Background: an optimization exercise with open tools, aiming at a short achievable clock period and few clock cycles. Do not read the settings as production practice. No activity file was given, so power comes from the tool's default toggle rates.

==> v21: inputs <==
==> flow/design.v (excerpt) <==
module mips_core (
    input  logic                                clk,
    input  logic                                reset,
    input  logic                                run,
    input  logic                                imem_we,
    input  logic [$clog2(64)-1:0] imem_addr,
    input  mips_pkg::word_t                     imem_wdata,
    output logic                                retire,
    output mips_pkg::pc_t                       retire_pc,
    output logic                                wb_en,
    output mips_pkg::reg_addr_t                 wb_reg,
    output mips_pkg::word_t                     wb_data,
    output logic                                overflow,
    output logic                                store_en,
    output mips_pkg::word_t                     store_addr,
    output mips_pkg::word_t                     store_data
);
make LEC_CHECK=0 CAP_MARGIN=20 CORE_MARGIN=2 CORE_UTILIZATION=40 SLEW_MARGIN=20 finish   # period 12.0 ns
run.sh (not shown) runs the stock make flow with config.mk's settings and CLKGATE_MAP_FILE= SYNTH_SCRIPT=/design/flow/synth_recipe.tcl, a recipe that flattens the netlist after the stock synthesis.
==> v5 (differences from v21) <==
--- a/flow/design.v
+++ b/flow/design.v
@@ -44,111 +44,123 @@
     output logic                                wb_en,
     output mips_pkg::reg_addr_t                 wb_reg,
     output mips_pkg::word_t                     wb_data,
     output logic                                overflow,
     output logic                                store_en,
     output mips_pkg::word_t                     store_addr,
     output mips_pkg::word_t                     store_data
 );
-    logic        reset_q, run_q, we_q;
-    logic [5:0]  wa_q;
-    logic [31:0] wd_q;
-    always_ff @(posedge clk)
-    begin
-        reset_q <= reset;
-        run_q   <= run && !reset;
-        we_q    <= imem_we;
-        wa_q    <= imem_addr;
-        wd_q    <= imem_wdata;
-    end
     logic [31:0] imem   [64];
     logic [5:0]  pd_tgt [64];    
     logic        pd_red [64];    
+    logic        flip   [64];    
     logic [5:0]  w_op;
-    logic        w_j, w_br, w_back, w_same, w_red;
+    logic        w_j, w_br, w_same, w_red;
     logic [5:0]  w_tgt;
-    assign w_op   = wd_q[31:26];
+    assign w_op   = imem_wdata[31:26];
     assign w_j    = (w_op == 6'h02);
     assign w_br   = (w_op == 6'h04) || (w_op == 6'h05);
-    assign w_back = wd_q[15];
-    assign w_same = (wd_q[25:21] == wd_q[20:16]);
-    assign w_tgt  = w_j ? wd_q[5:0] : (wa_q + 6'd1 + wd_q[5:0]);
-    assign w_red  = w_j || (w_br && (w_same ? !w_op[0] : (w_back || w_op[0])));
-    always_ff @(posedge clk)
-    begin
-        if (we_q)
-        begin
-            imem[wa_q]   <= wd_q;
-            pd_tgt[wa_q] <= w_tgt;
-            pd_red[wa_q] <= w_red;
+    assign w_same = (imem_wdata[25:21] == imem_wdata[20:16]);
+    assign w_tgt  = w_j ? imem_wdata[5:0] : (imem_addr + 6'd1 + imem_wdata[5:0]);
+    assign w_red  = w_j || (w_br && (w_same ? !w_op[0] : (imem_wdata[15] || w_op[0])));
+    always_ff @(posedge clk)
+    begin
+        if (imem_we)
+        begin
+            imem[imem_addr]   <= imem_wdata;
+            pd_tgt[imem_addr] <= w_tgt;
+            pd_red[imem_addr] <= w_red;
         end
     end
     logic [5:0]  pc_f;
     logic        v_d, pred_d;
     logic [31:0] ins_d;
     logic [5:0]  pc_d, alt_d;
     logic        v_e, pred_e;
     logic [5:0]  pc_e, alt_e;
     logic [31:0] a_e, b_e, t_e;
     logic        fa_e, fb_e, ft_e;
     logic        rw_e, ld_e, st_e, beq_e, bne_e, ovf_e, sub_e;
     logic [2:0]  sel_e;
     logic [4:0]  dst_e;
+    logic [5:0]  ea_e;
+    logic [31:0] ains_e;
+    logic        ared_e;
+    logic [5:0]  anext_e, aalt_e;
     localparam logic [2:0] SEL_SUM = 3'd0, SEL_AND = 3'd1, SEL_OR = 3'd2, SEL_NOR = 3'd3,
                            SEL_SLT = 3'd4, SEL_B = 3'd5;
-    logic        mispredict, issue, fetch_ok;
+    logic        mispredict, issue, fetch_ok, ld_haz;
     logic [31:0] ins_f;
     logic [5:0]  tgt_f, pc_f1, next_f, alt_f;
-    logic        red_f, whit;
+    logic        red_f;
     assign ins_f  = imem[pc_f];
     assign tgt_f  = pd_tgt[pc_f];
-    assign red_f  = pd_red[pc_f];
+    assign red_f  = pd_red[pc_f] ^ flip[pc_f];
     assign pc_f1  = pc_f + 6'd1;
     assign next_f = red_f ? tgt_f : pc_f1;
     assign alt_f  = red_f ? pc_f1 : tgt_f;
-    assign whit   = we_q && (wa_q == pc_f);      
-    assign issue    = v_d && run_q;
-    assign fetch_ok = !whit && (!v_d || run_q);
-    always_ff @(posedge clk)
-    begin
-        if (reset)
-            pc_f <= '0;
+    logic        z_hit;
+    logic [5:0]  z_next, z_alt;
+    assign z_hit  = imem_we && (imem_addr == 6'd0);
+    assign z_next = pd_red[0] ? pd_tgt[0] : 6'd1;
+    assign z_alt  = pd_red[0] ? 6'd1 : pd_tgt[0];
+    assign issue    = v_d && run && !ld_haz;
+    assign fetch_ok = !v_d || issue;
+    always_ff @(posedge clk)
+    begin
+        if (reset)
+            pc_f <= z_hit ? 6'd0 : z_next;
         else if (mispredict)
-            pc_f <= alt_e;
+            pc_f <= anext_e;
         else if (fetch_ok)
             pc_f <= next_f;
     end
     always_ff @(posedge clk)
     begin
-        if (reset || mispredict)
-            v_d <= 1'b0;
-        else if (fetch_ok)
+        if (reset)
+            v_d <= !z_hit;
+        else if (mispredict || fetch_ok)
             v_d <= 1'b1;
         else if (issue)
             v_d <= 1'b0;
     end
     always_ff @(posedge clk)
     begin
-        if (fetch_ok)
+        if (reset)
+        begin
+            ins_d  <= imem[0];
+            pc_d   <= 6'd0;
+            alt_d  <= z_alt;
+            pred_d <= pd_red[0];
+        end
+        else if (mispredict)
+        begin
+            ins_d  <= ains_e;
+            pc_d   <= alt_e;
+            alt_d  <= aalt_e;
+            pred_d <= ared_e;
+        end
+        else if (fetch_ok)
         begin
             ins_d  <= ins_f;
             pc_d   <= pc_f;
             alt_d  <= alt_f;
             pred_d <= red_f;
         end
     end
     logic [31:0] rf [1:31];
     logic [5:0]  op, fn;
     logic [4:0]  rs, rt, rd;
     logic [15:0] imm;
     logic [31:0] rs_v, rt_v, rs_rf, rt_rf, imm_v;
     logic        d_rw, d_ld, d_st, d_beq, d_bne, d_ovf, d_sub, d_imm, d_ze, d_lui;
     logic [2:0]  d_sel;
     logic [4:0]  d_dst;
+    logic [7:0]  ea_d;
     assign op  = ins_d[31:26];
     assign fn  = ins_d[5:0];
     assign rs  = ins_d[25:21];
     assign rt  = ins_d[20:16];
     assign rd  = ins_d[15:11];
     assign imm = ins_d[15:0];
     always_comb
     begin
@@ -184,73 +196,93 @@
         if (d_dst == 5'd0)
             d_rw = 1'b0;
     end
     assign imm_v = d_lui ? {imm, 16'b0} : d_ze ? {16'b0, imm} : {{16{imm[15]}}, imm};
     assign rs_rf = (rs == 5'd0) ? '0 : rf[rs];
     assign rt_rf = (rt == 5'd0) ? '0 : rf[rt];
     assign rs_v  = (wb_en && wb_reg == rs) ? wb_data : rs_rf;
     assign rt_v  = (wb_en && wb_reg == rt) ? wb_data : rt_rf;
+    assign ld_haz = (d_ld || d_st) && v_e && rw_e && (dst_e == rs);
+    assign ea_d   = rs_v[7:0] + imm[7:0];
+    logic [5:0] a_tgt, a_1;
+    logic       a_red;
+    assign a_tgt = pd_tgt[alt_d];
+    assign a_red = pd_red[alt_d] ^ flip[alt_d];
+    assign a_1   = alt_d + 6'd1;
     always_ff @(posedge clk)
     begin
         if (reset || mispredict)
             v_e <= 1'b0;
         else
             v_e <= issue;
     end
     always_ff @(posedge clk)
     begin
         if (issue)
         begin
-            pc_e   <= pc_d;
-            alt_e  <= alt_d;
-            pred_e <= pred_d;
-            a_e    <= rs_v;
-            b_e    <= d_imm ? imm_v : rt_v;
-            t_e    <= rt_v;
-            fa_e   <= v_e && rw_e && (dst_e == rs);
-            fb_e   <= v_e && rw_e && (dst_e == rt) && !d_imm;
-            ft_e   <= v_e && rw_e && (dst_e == rt);
+            pc_e    <= pc_d;
+            alt_e   <= alt_d;
+            pred_e  <= pred_d;
+            a_e     <= rs_v;
+            b_e     <= d_imm ? imm_v : rt_v;
+            t_e     <= rt_v;
+            fa_e    <= v_e && rw_e && (dst_e == rs);
+            fb_e    <= v_e && rw_e && (dst_e == rt) && !d_imm;
+            ft_e    <= v_e && rw_e && (dst_e == rt);
             {rw_e, ld_e, st_e, beq_e, bne_e, ovf_e, sub_e} <=
                 {d_rw, d_ld, d_st, d_beq, d_bne, d_ovf, d_sub};
-            sel_e  <= d_sel;
-            dst_e  <= d_dst;
+            sel_e   <= d_sel;
+            dst_e   <= d_dst;
+            ea_e    <= ea_d[7:2];
+            ains_e  <= imem[alt_d];
+            ared_e  <= a_red;
+            anext_e <= a_red ? a_tgt : a_1;
+            aalt_e  <= a_red ? a_1 : a_tgt;
         end
     end
     logic [31:0] dmem [64];
     logic [31:0] a, b, t, bx, sum, res, ld_v;
-    logic [7:0]  ea;
     logic        slt, eq, taken, ovf;
-    assign a   = fa_e ? wb_data : a_e;
-    assign b   = fb_e ? wb_data : b_e;
-    assign t   = ft_e ? wb_data : t_e;
-    assign bx  = sub_e ? ~b : b;
-    assign sum = a + bx + {31'b0, sub_e};
-    assign ovf = (a[31] == bx[31]) && (sum[31] != a[31]);
-    assign slt = (a[31] != b[31]) ? a[31] : sum[31];
-    assign ea  = a[7:0] + b[7:0];
-    assign ld_v = dmem[ea[7:2]];
-    assign eq  = (a == t);
+    assign a    = fa_e ? wb_data : a_e;
+    assign b    = fb_e ? wb_data : b_e;
+    assign t    = ft_e ? wb_data : t_e;
+    assign bx   = sub_e ? ~b : b;
+    assign sum  = a + bx + {31'b0, sub_e};
+    assign ovf  = (a[31] == bx[31]) && (sum[31] != a[31]);
+    assign slt  = (a[31] != b[31]) ? a[31] : sum[31];
+    assign ld_v = dmem[ea_e];
+    assign eq   = (a == t);
     assign taken = (beq_e && eq) || (bne_e && !eq);
     assign mispredict = v_e && (beq_e || bne_e) && (taken != pred_e);
     always_comb
     begin
         case (sel_e)
             SEL_AND: res = a & b;
             SEL_OR:  res = a | b;
             SEL_NOR: res = ~(a | b);
             SEL_SLT: res = {31'b0, slt};
             SEL_B:   res = b;
             default: res = ld_e ? ld_v : sum;
         endcase
     end
     always_ff @(posedge clk)
     begin
+        if (reset)
+        begin
+            for (int i = 0; i < 64; i++)
+                flip[i] <= 1'b0;
+        end
+        else if (mispredict)
+            flip[pc_e] <= !flip[pc_e];
+    end
+    always_ff @(posedge clk)
+    begin
         if (v_e && st_e)
-            dmem[ea[7:2]] <= t;
+            dmem[ea_e] <= t;
     end
     always_ff @(posedge clk)
     begin
         if (reset)
             {retire, wb_en, overflow, store_en} <= 4'b0000;
         else
         begin
             retire   <= v_e;
@@ -264,17 +296,17 @@
         retire_pc  <= {pc_e, 2'b00};
         wb_reg     <= dst_e;
         wb_data    <= res;
         store_addr <= sum;
         store_data <= t;
     end
     always_ff @(posedge clk)
     begin
-        if (reset_q)
+        if (reset)
         begin
             for (int i = 1; i < 32; i++)
                 rf[i] <= '0;
         end
         else if (wb_en)
             rf[wb_reg] <= wb_data;
     end
 endmodule
==> flow/flow/run.sh (new file) <==
#!/bin/bash
set -euo pipefail
bash standard.sh SETUP_SLACK_MARGIN=8.3 finish > flow_make.log 2>&1
==> flow/standard.sh (new file) <==
#!/bin/bash
# synth_recipe.tcl (not shown) runs the flow's synth.tcl, then flattens the netlist and writes it again
# the make line also repeats each setting of config.mk as NAME=value (left out here)
make -C /OpenROAD-flow-scripts/flow DESIGN_CONFIG=/design/flow/config.mk WORK_HOME=/design/flow/orfs CLKGATE_MAP_FILE= SYNTH_SCRIPT=/design/flow/synth_recipe.tcl "${@:-finish}"
- ABC_CLOCK_PERIOD_IN_PS: unset -> 4000
- CORE_UTILIZATION: 40 -> 55
removed: flow/run.sh
==> v28 (differences from v21) <==
--- a/flow/design.v
+++ b/flow/design.v
@@ -88,31 +88,33 @@
     logic [5:0]  pc_d, alt_d;
     logic        v_e, pred_e;
     logic [5:0]  pc_e, alt_e;
     logic [31:0] a_e, b_e, t_e;
     logic        fa_e, fb_e, ft_e;
     logic        rw_e, ld_e, st_e, beq_e, bne_e, ovf_e, sub_e;
     logic [2:0]  sel_e;
     logic [4:0]  dst_e;
+    logic [5:0]  ea_e;
     localparam logic [2:0] SEL_SUM = 3'd0, SEL_AND = 3'd1, SEL_OR = 3'd2, SEL_NOR = 3'd3,
                            SEL_SLT = 3'd4, SEL_B = 3'd5;
     logic        mispredict, issue, fetch_ok;
     logic [31:0] ins_f;
     logic [5:0]  tgt_f, pc_f1, next_f, alt_f;
     logic        red_f, whit;
     assign ins_f  = imem[pc_f];
     assign tgt_f  = pd_tgt[pc_f];
     assign red_f  = pd_red[pc_f];
     assign pc_f1  = pc_f + 6'd1;
     assign next_f = red_f ? tgt_f : pc_f1;
     assign alt_f  = red_f ? pc_f1 : tgt_f;
     assign whit   = we_q && (wa_q == pc_f);      
-    assign issue    = v_d && run_q;
-    assign fetch_ok = !whit && (!v_d || run_q);
+    logic ld_haz;
+    assign issue    = v_d && run_q && !ld_haz;
+    assign fetch_ok = !whit && (!v_d || issue);
     always_ff @(posedge clk)
     begin
         if (reset)
             pc_f <= '0;
         else if (mispredict)
             pc_f <= alt_e;
         else if (fetch_ok)
             pc_f <= next_f;
@@ -184,16 +186,19 @@
         if (d_dst == 5'd0)
             d_rw = 1'b0;
     end
     assign imm_v = d_lui ? {imm, 16'b0} : d_ze ? {16'b0, imm} : {{16{imm[15]}}, imm};
     assign rs_rf = (rs == 5'd0) ? '0 : rf[rs];
     assign rt_rf = (rt == 5'd0) ? '0 : rf[rt];
     assign rs_v  = (wb_en && wb_reg == rs) ? wb_data : rs_rf;
     assign rt_v  = (wb_en && wb_reg == rt) ? wb_data : rt_rf;
+    assign ld_haz = (d_ld || d_st) && v_e && rw_e && (dst_e == rs);
+    logic [7:0] ea_d;
+    assign ea_d  = rs_v[7:0] + imm[7:0];
     always_ff @(posedge clk)
     begin
         if (reset || mispredict)
             v_e <= 1'b0;
         else
             v_e <= issue;
     end
     always_ff @(posedge clk)
@@ -208,31 +213,30 @@
             t_e    <= rt_v;
             fa_e   <= v_e && rw_e && (dst_e == rs);
             fb_e   <= v_e && rw_e && (dst_e == rt) && !d_imm;
             ft_e   <= v_e && rw_e && (dst_e == rt);
             {rw_e, ld_e, st_e, beq_e, bne_e, ovf_e, sub_e} <=
                 {d_rw, d_ld, d_st, d_beq, d_bne, d_ovf, d_sub};
             sel_e  <= d_sel;
             dst_e  <= d_dst;
+            ea_e   <= ea_d[7:2];
         end
     end
     logic [31:0] dmem [64];
     logic [31:0] a, b, t, bx, sum, res, ld_v;
-    logic [7:0]  ea;
     logic        slt, eq, taken, ovf;
     assign a   = fa_e ? wb_data : a_e;
     assign b   = fb_e ? wb_data : b_e;
     assign t   = ft_e ? wb_data : t_e;
     assign bx  = sub_e ? ~b : b;
     assign sum = a + bx + {31'b0, sub_e};
     assign ovf = (a[31] == bx[31]) && (sum[31] != a[31]);
     assign slt = (a[31] != b[31]) ? a[31] : sum[31];
-    assign ea  = a[7:0] + b[7:0];
-    assign ld_v = dmem[ea[7:2]];
+    assign ld_v = dmem[ea_e];
     assign eq  = (a == t);
     assign taken = (beq_e && eq) || (bne_e && !eq);
     assign mispredict = v_e && (beq_e || bne_e) && (taken != pred_e);
     always_comb
     begin
         case (sel_e)
             SEL_AND: res = a & b;
             SEL_OR:  res = a | b;
@@ -240,17 +244,17 @@
             SEL_SLT: res = {31'b0, slt};
             SEL_B:   res = b;
             default: res = ld_e ? ld_v : sum;
         endcase
     end
     always_ff @(posedge clk)
     begin
         if (v_e && st_e)
-            dmem[ea[7:2]] <= t;
+            dmem[ea_e] <= t;
     end
     always_ff @(posedge clk)
     begin
         if (reset)
             {retire, wb_en, overflow, store_en} <= 4'b0000;
         else
         begin
             retire   <= v_e;
==> flow/flow/run.sh (new file) <==
#!/bin/bash
set -euo pipefail
bash standard.sh SETUP_SLACK_MARGIN=7.8 finish > flow_make.log 2>&1
==> flow/standard.sh (new file) <==
#!/bin/bash
# synth_recipe.tcl (not shown) runs the flow's synth.tcl, then flattens the netlist and writes it again
# the make line also repeats each setting of config.mk as NAME=value (left out here)
make -C /OpenROAD-flow-scripts/flow DESIGN_CONFIG=/design/flow/config.mk WORK_HOME=/design/flow/orfs CLKGATE_MAP_FILE= SYNTH_SCRIPT=/design/flow/synth_recipe.tcl "${@:-finish}"
- ABC_CLOCK_PERIOD_IN_PS: unset -> 4000
- CORE_UTILIZATION: 40 -> 55
removed: flow/run.sh
==> comparison <==
Of v28 and v21, v28 has the higher register-to-register slack (gap 2.9 ns). The highest cell area belongs to v5, the lowest to v21. Via count: v28 is smaller than v21 (about 5%). Wire length: v28 is lower than v5 (about 17%). v5 finished clean. v21 completed without violations. v28 produced a clean layout. Worst setup slack: v5 is better than v28 (0.0026 ns). Of v28 and v5, v5 has the higher combinational power (gap 38%, measured against v5). Against v21, the clock power of v28 is larger by about 2%. Maximum frequency: v5 > v28 > v21. The lowest synthesized area belongs to v28, the highest to v5.
==> figures <==
	v5	v28	v21
Worst Hold Endpoint	pc_e[3]$_DFFE_PP_	retire_pc[3]$_DFF_P_	retire_pc[6]$_DFF_P_
Resized Gates After CTS	1,592	576	0
Sequential logic power	26,700 uW	25,000 uW	24,700 uW
Wire length on met2	436,300 um	366,000 um	348,400 um
Post-placement cell count	19,178	17,303	21,187
CP Depth	18	8	15
Number of standard cells after synthesis	13,175	11,652	13,468
Number of clock-tree buffers in the layout	822	808	827
Detailed Route Iter0 Violations	24,293	18,520	17,725
Non-Clock Buffer Area Fraction	5.133%	3.132%	1.880%
P&R area growth vs syn	16.92%	14.21%	13.11%
Register share of total power	33.0%	38.1%	35.5%
Largest net degree at the start of global routing	81	143	133
Outcome	timing/DRC/antenna clean	timing/DRC/antenna clean	timing/DRC/antenna clean
Power consumed by the clock network	19,300 uW	18,900 uW	18,500 uW
Finished Cell Area	316,000 sq um	278,500 sq um	276,800 sq um
Arrival time worst endpoint	5.17 ns	5.01 ns	8.07 ns
Vertical die dimension	705.0 um	669.8 um	786.2 um
Max Freq	0.2378 GHz	0.2377 GHz	0.1413 GHz
Function was not checked in any run of this note: the RTL went through the layout flow alone.

-- what the ideal ports hide --
No port has a modelled driver above. Below, the same layouts with a new extraction and two added sets of constraints.
Step 1 assumes that a clkbuf_16 drives the clock port and a buf_2 every other input.
Step 2 adds t to the input delays and takes it off the output delays; t is the mean of the earliest and latest rising clock arrival at the registers after step 1. Input paths then give back, and output paths get back, about the clock's delay inside the block.
a / b / c = ideal ports / drivers / drivers and shift; a / b = the first two.
run | t, ns | slack for setup (ns) | worst hold slack (ns) | worst data-port slew with drivers (ns)
v21 | 1.191 | 4.921 / 4.921 / 4.921 | 0.338 / 0.338 / 0.338 | 0.18
v5 | 1.222 | 7.795 / 7.746 / 6.972 | 0.443 / 0.443 / 0.443 | 0.22
v28 | 1.183 | 7.793 / 7.721 / 7.793 | 0.331 / 0.331 / 0.331 | 0.09
After both steps every run listed still meets setup and hold. For v5, which loses most, drivers alone change the setup slack by -0.049 ns; drivers and shift together by -0.823 ns.
